This design comes from an exercise in tuning for small area on the open sky130 flow, not from production work. Where RTL was checked, it was by simulation tests only, not by an equivalence proof against the original. No activity file was given, so power comes from the tool's default toggle rates.

// bus_checker
module bus_checker
#(
   parameter int DRVRS   = 4,
   parameter int PCKG_SZ = 16,
   parameter int DEPTH   = 16,
   parameter int TS_W    = 16,
   localparam int SW = $clog2(DRVRS),
   localparam int IW = $clog2(DEPTH),
   localparam int CW = $clog2(DEPTH + 1)
) (
   input  logic               clk,
   input  logic               rst_n,
   input  logic               drv_valid,
   output logic               drv_ready,
   input  logic [SW-1:0]      drv_src,
   input  logic [PCKG_SZ-1:0] drv_data,
   input  logic               mon_valid,
   input  logic [SW-1:0]      mon_dst,
   input  logic [PCKG_SZ-1:0] mon_data,
   output logic               res_valid,
   output logic [1:0]         res_code,
   output logic [SW-1:0]      res_src,
   output logic [PCKG_SZ-1:0] res_data,
   output logic [TS_W-1:0]    res_latency,
   output logic [CW-1:0]      pending,
   output logic [15:0]        pass_cnt,
   output logic [15:0]        fail_cnt
);
Size: roughly 1,300 cells after synthesis, roughly 550 flip-flops.
Settings: LEC_CHECK=0, CAP_MARGIN=20, CORE_MARGIN=2, CORE_UTILIZATION=40, GPL_TIMING_DRIVEN=0, SLEW_MARGIN=20, SYNTH_HIERARCHICAL=1; clock period 10.0 ns.
standard.sh (not shown) runs the stock make flow with config.mk's settings and CLKGATE_MAP_FILE= SYNTH_SCRIPT=/design/flow/synth_recipe.tcl, a recipe that flattens the netlist after the stock synthesis.
==> flow/flow/run.sh <==
#!/bin/bash
# Standard layout with three changes: plain buf_1 port buffers (the resizer still
# upsizes them where needed), no CTS dummy loads, and larger clkbuf_8 leaf clusters.
set -euo pipefail
bash standard.sh \
  "BUFFER_PORTS_ARGS=-buffer_cell sky130_fd_sc_hd__buf_1" \
  "CTS_ARGS=-sink_clustering_enable -repair_clock_nets -dont_use_dummy_load -buf_list sky130_fd_sc_hd__clkbuf_8 -sink_clustering_size 16 -sink_clustering_max_diameter 50" \
  finish > standard_flow.log 2>&1
The first run produced a clean layout.
Edit:
--- a/flow/config.mk
+++ b/flow/config.mk
@@ -9,4 +9,5 @@
 export CORE_MARGIN = 2
 export CORE_UTILIZATION = 40
+export GPL_ROUTABILITY_DRIVEN = 0
 export GPL_TIMING_DRIVEN = 0
 export SLEW_MARGIN = 20
After rerunning: Via count is unchanged; global-route usage does not change; power stays the same; sequential share of layout area stays the same; combinational power stays flat; die area is unchanged.
Edit:
--- a/flow/config.mk
+++ b/flow/config.mk
@@ -9,6 +9,4 @@
 export CORE_MARGIN = 2
 export CORE_UTILIZATION = 40
-export GPL_ROUTABILITY_DRIVEN = 0
-export GPL_TIMING_DRIVEN = 0
 export SLEW_MARGIN = 20
 export SYNTH_HIERARCHICAL = 1
Result:
- The changed run ran to the end with no violations
- count of clock-buffer cells in the layout falls by 4
- synthesized area is unchanged
- cell area is lower by 3.1%
- sequential power barely changes
- sequential share of layout area climbs by 2.1 points
- clock skew goes down by 0.077 ns
- global-route usage drops by 0.70 points
- via count came out lower by 2.9%
- routed wire length shrinks by 4.0%

Another version of the RTL of bus_checker (not shown whole).
Size: ~1300 cells after synthesis, roughly 550 flip-flops, about 120 I/O pins.
Settings: LEC_CHECK=0, CAP_MARGIN=20, CORE_MARGIN=2, CORE_UTILIZATION=40, SLEW_MARGIN=20, SYNTH_HIERARCHICAL=1; clock period 10.0 ns.
==> flow/flow/run.sh <==
#!/bin/bash
# Standard layout with three changes: plain buf_1 port buffers (the resizer still
# upsizes them where needed), no CTS dummy loads, and larger clkbuf_8 leaf clusters.
set -euo pipefail
bash standard.sh \
  "BUFFER_PORTS_ARGS=-buffer_cell sky130_fd_sc_hd__buf_1" \
  "CTS_ARGS=-sink_clustering_enable -repair_clock_nets -dont_use_dummy_load -buf_list sky130_fd_sc_hd__clkbuf_4 -sink_clustering_size 8 -sink_clustering_max_diameter 35" \
  finish > standard_flow.log 2>&1
The starting point completed without violations.
Edit:
==> flow/flow/run.sh (replaced) <==
#!/bin/bash
# Standard layout with three changes: plain buf_1 port buffers (the resizer still
# upsizes them where needed), no CTS dummy loads, and larger clkbuf_8 leaf clusters.
set -euo pipefail
bash standard.sh \
  "BUFFER_PORTS_ARGS=-buffer_cell sky130_fd_sc_hd__buf_1" \
  "CTS_ARGS=-sink_clustering_enable -repair_clock_nets -dont_use_dummy_load -buf_list sky130_fd_sc_hd__clkbuf_4 -sink_clustering_size 10 -sink_clustering_max_diameter 30" \
  finish > standard_flow.log 2>&1
Synthesized area does not change. Cell count goes up by 0.32%. Routed wire length went down by 0.42%. First-iteration DRC count came out lower by 7.1%. Via count stays flat. Final area is about the same.
Edit:
==> flow/flow/run.sh (replaced) <==
#!/bin/bash
# Standard layout with three changes: plain buf_1 port buffers (the resizer still
# upsizes them where needed), no CTS dummy loads, and larger clkbuf_8 leaf clusters.
set -euo pipefail
bash standard.sh \
  "BUFFER_PORTS_ARGS=-buffer_cell sky130_fd_sc_hd__buf_1" \
  "CTS_ARGS=-sink_clustering_enable -repair_clock_nets -dont_use_dummy_load -buf_list {sky130_fd_sc_hd__clkbuf_4 sky130_fd_sc_hd__clkbuf_8} -sink_clustering_size 10 -sink_clustering_max_diameter 40" \
  finish > standard_flow.log 2>&1
Cell area goes up by 1.1%.
Non-clock buffer count does not change.
Cell count fell by 1.1%.
Power increases by 6.0%.
Function was not checked in any run of this note: the RTL went through the layout flow alone.

== v43 ==
Another version of the RTL of bus_checker (not shown whole).
For scale: roughly 550 flip-flops.
clock: 10.0 ns
lec_check: 0
cap_margin: 20
core_margin: 2
core_utilization: 55
place_density: 0.9
slew_margin: 20
synth_hierarchical: 1
==> flow/flow/run.sh <==
#!/bin/bash
# The standard layout (standard.sh, synthesis unchanged) with two changes:
# - every port still gets a buffer, but a plain buf_1 (the resizer upsizes it
#   where needed) instead of the larger default;
# - CTS builds its tree from clkbuf_4 only, with clusters of up to 10 sinks
#   within 40 um, and without dummy loads.
# Each tool's full output stays in orfs/logs; make's own output goes to
# standard_flow.log.
set -euo pipefail
bash standard.sh \
  "BUFFER_PORTS_ARGS=-buffer_cell sky130_fd_sc_hd__buf_1" \
  "CTS_ARGS=-sink_clustering_enable -repair_clock_nets -dont_use_dummy_load -buf_list sky130_fd_sc_hd__clkbuf_4 -sink_clustering_size 10 -sink_clustering_max_diameter 40" \
  finish > standard_flow.log 2>&1
[inputs] v45 vs v43
Settings: changing CORE_UTILIZATION from 55 to 40.
Findings:
Against v43, net switching power in v45 came out worse. v45 against v43: width of the die went up by 17%; die footprint now sits higher; antenna diode instance count now sits higher. v45 completed; timing, DRC and antenna clean. Lower layout-stage area growth over the synthesis result was reported by v43, not v45. In v45 relative to v43, non-clock buffer count had gone up slightly.
#### Input delta (v59 over v45)
Settings: PLACE_DENSITY removed (was 0.9).
Notes after the runs:
v59 improves on v45 in fmax.
Comparing v59 and v45, the lower final hold slack is on v59.
Between v59 and v45, data-path buffer share of cell area in the final layout is lower for v45, v59 comes in above that.
Compare v59 and v45 | non-clock buffer count higher: v59
v59 vs v45: portion of the clock cycle consumed by the worst path in the final layout down in v59
On worst endpoint data arrival time: between v59 and v45, it ends up lower for v59.
Summary: overall power consumption, v59 worse than v45
Relative to v59, the following input files were edited for v22:
Settings: PLACE_DENSITY newly set to 0.75.
[summary]
- v59 leaves less setup margin than v22.
- Fmax essentially unchanged between v59 and v22.
- Reported for v22 and v59, H-tree level count turned out identical to the last digit.
- v59 → v22: worst-case headroom to the max-slew limit lower, largest net degree at the start of global routing roughly the same.
Edits applied to the flow inputs when going from v22 to v39:
Settings: a change of PLACE_DENSITY from 0.75 to 0.95.
==> summary.txt <==
Diff v22 -> v39: final net count fell by 0.52%, peak supply drop rose by 0.0000058 V, cell area power density stayed essentially flat, final wirelength rose by 1.2%, total design power fell by 0.000017 W. Setup slack of the critical path after layout delta for v39 relative to v22: 0.023 ns higher.

run 1:
bus_checker, a different RTL version from the one above (not shown whole).
For scale: ~550 flip-flops, about 120 I/O pins.
Settings: LEC_CHECK=0, CAP_MARGIN=20, CELL_PAD_IN_SITES_DETAIL_PLACEMENT=0, CELL_PAD_IN_SITES_GLOBAL_PLACEMENT=0, CORE_MARGIN=2, CORE_UTILIZATION=40, PLACE_DENSITY=0.9, SLEW_MARGIN=20, SYNTH_HIERARCHICAL=1; clock period 10.0 ns.
Scripts as last shown in full above: flow/flow/run.sh
No stage failed in run 1, and the final checks on the layout all came back clean.
Edits applied to the flow inputs when going from run 1 to run 2:
Settings: CELL_PAD_IN_SITES_GLOBAL_PLACEMENT: 0 -> unset; CELL_PAD_IN_SITES_DETAIL_PLACEMENT: 0 -> unset.
diff --git a/flow/flow/run.sh b/flow/flow/run.sh
--- a/flow/flow/run.sh
+++ b/flow/flow/run.sh
@@ -10,4 +10,4 @@
 bash standard.sh \
   "BUFFER_PORTS_ARGS=-buffer_cell sky130_fd_sc_hd__buf_1" \
-  "CTS_ARGS=-sink_clustering_enable -repair_clock_nets -dont_use_dummy_load -buf_list sky130_fd_sc_hd__clkbuf_4 -sink_clustering_size 10 -sink_clustering_max_diameter 40" \
+  "CTS_ARGS=-sink_clustering_enable -repair_clock_nets -dont_use_dummy_load -buf_list sky130_fd_sc_hd__clkbuf_16 -sink_clustering_size 36 -sink_clustering_max_diameter 40" \
   finish > standard_flow.log 2>&1
[summary]
- Delta (run 2 minus run 1): number of antenna cells inserted shrank by 1, design area grew by 3.4%, met2 layer wire length in the routed design grew by 420 um.
- The register-to-register slack of run 2 falls short of that of run 1 by 0.02 ns.
- On run 2: net switching share of the total power is 1.6 points lower than what run 1 gave.
- Changes observed in run 2 relative to run 1: minimum setup slack in the final design grew by 0.14 ns; share of power burned in combinational logic fell 0.6 points.
Setup changes, run 2 to run 3
diff --git a/flow/flow/run.sh b/flow/flow/run.sh
--- a/flow/flow/run.sh
+++ b/flow/flow/run.sh
@@ -10,4 +10,4 @@
 bash standard.sh \
   "BUFFER_PORTS_ARGS=-buffer_cell sky130_fd_sc_hd__buf_1" \
-  "CTS_ARGS=-sink_clustering_enable -repair_clock_nets -dont_use_dummy_load -buf_list sky130_fd_sc_hd__clkbuf_16 -sink_clustering_size 36 -sink_clustering_max_diameter 40" \
+  "CTS_ARGS=-sink_clustering_enable -repair_clock_nets -dont_use_dummy_load -buf_list sky130_fd_sc_hd__clkbuf_4 -sink_clustering_size 10 -sink_clustering_max_diameter 40" \
   finish > standard_flow.log 2>&1
Findings:
The clock share of power of run 3 is lower than that of run 2. Relative to run 2, the critical path depth measured on run 3 has increased by a few percent. Per the comparison of run 3 with run 2, via count about even, clock power fell about 40%, number of cells in the design after placement about even, wire length of the first global-routing pass fell 1.7%, CTS buffer count rose about 32%. Share of power burned in registers was higher in run 3 than in run 2. Across both runs, met1 wire length was lower for run 3 than for run 2. Met3 track demand over resource: run 3 < run 2. The power drawn by the combinational cells on run 2 is in line with that on run 3.
Relative to run 3, the following input files were edited for run 4:
diff --git a/flow/flow/run.sh b/flow/flow/run.sh
--- a/flow/flow/run.sh
+++ b/flow/flow/run.sh
@@ -10,4 +10,4 @@
 bash standard.sh \
   "BUFFER_PORTS_ARGS=-buffer_cell sky130_fd_sc_hd__buf_1" \
-  "CTS_ARGS=-sink_clustering_enable -repair_clock_nets -dont_use_dummy_load -buf_list sky130_fd_sc_hd__clkbuf_4 -sink_clustering_size 10 -sink_clustering_max_diameter 40" \
+  "CTS_ARGS=-sink_clustering_enable -repair_clock_nets -dont_use_dummy_load -buf_list sky130_fd_sc_hd__clkbuf_8 -sink_clustering_size 20 -sink_clustering_max_diameter 40" \
   finish > standard_flow.log 2>&1
## What came out
The critical path depth number comes out lower for run 4 vs run 3. Worst-path maximum fanout sits higher in run 4 than in run 3. Run 4: total power is 3.9% higher than what run 3 reported. Status: first-pass GRT wire length parity (run 4, run 3). Of run 4 and run 3, the lower met2 routed wirelength belongs to run 4. Count of filler cells inserted in the layout (lower): run 4. The global-route usage on run 3 is in line with that on run 4. Looking at hold slack, run 4 sits above run 3.

what the ideal ports hide:
In the flow no input, the clock included, has a driving cell. The finished layouts below were timed again as built, in two steps. Step 1: set_driving_cell puts a clkbuf_16 on clk and a buf_2 on each other input, an assumption about the parent block. Step 2 times the ports against the registers' clock, not the clock port: input delays grow and output delays shrink by t, the midpoint of the rising clock arrivals with the driver on. Slacks: no drivers / after step 1 / after step 2; pairs: no drivers / after step 1.
run	t (ns)	setup slack, ns	worst setup path after step 2	slew at the worst register clock pin (ns)	worst slew at a driven data input, ns
the first run of note 1	0.690	0.462 / 0.410 / 1.100	register to output	0.10 / 0.10	0.05
the second run of note 1	0.690	0.462 / 0.410 / 1.100	register to output	0.10 / 0.10	0.05
the third run of note 1	0.665	0.651 / 0.600 / 1.265	register to output	0.10 / 0.10	0.05
the first run of note 2	0.846	0.499 / 0.448 / 1.294	register to output	0.10 / 0.10	0.05
the second run of note 2	0.838	0.473 / 0.427 / 1.264	register to output	0.11 / 0.11	0.05
the third run of note 2	0.671	0.685 / 0.634 / 1.305	register to output	0.07 / 0.07	0.05
v43	0.734	0.277 / 0.231 / 0.964	register to output	0.12 / 0.12	0.05
v45	0.750	0.299 / 0.251 / 1.001	register to output	0.11 / 0.11	0.05
v59	0.833	0.367 / 0.319 / 1.151	register to output	0.11 / 0.11	0.08
v22	0.762	0.392 / 0.346 / 1.109	register to output	0.12 / 0.12	0.08
v39	0.807	0.416 / 0.367 / 1.174	register to output	0.12 / 0.12	0.06
run 1	0.752	0.387 / 0.339 / 1.091	register to output	0.11 / 0.11	0.05
run 2	0.619	0.524 / 0.476 / 1.096	register to output	0.09 / 0.09	0.05
run 3	0.752	0.387 / 0.339 / 1.091	register to output	0.11 / 0.11	0.05
run 4	0.676	0.499 / 0.447 / 1.123	register to output	0.12 / 0.12	0.06
After both steps every run listed still meets setup and hold.
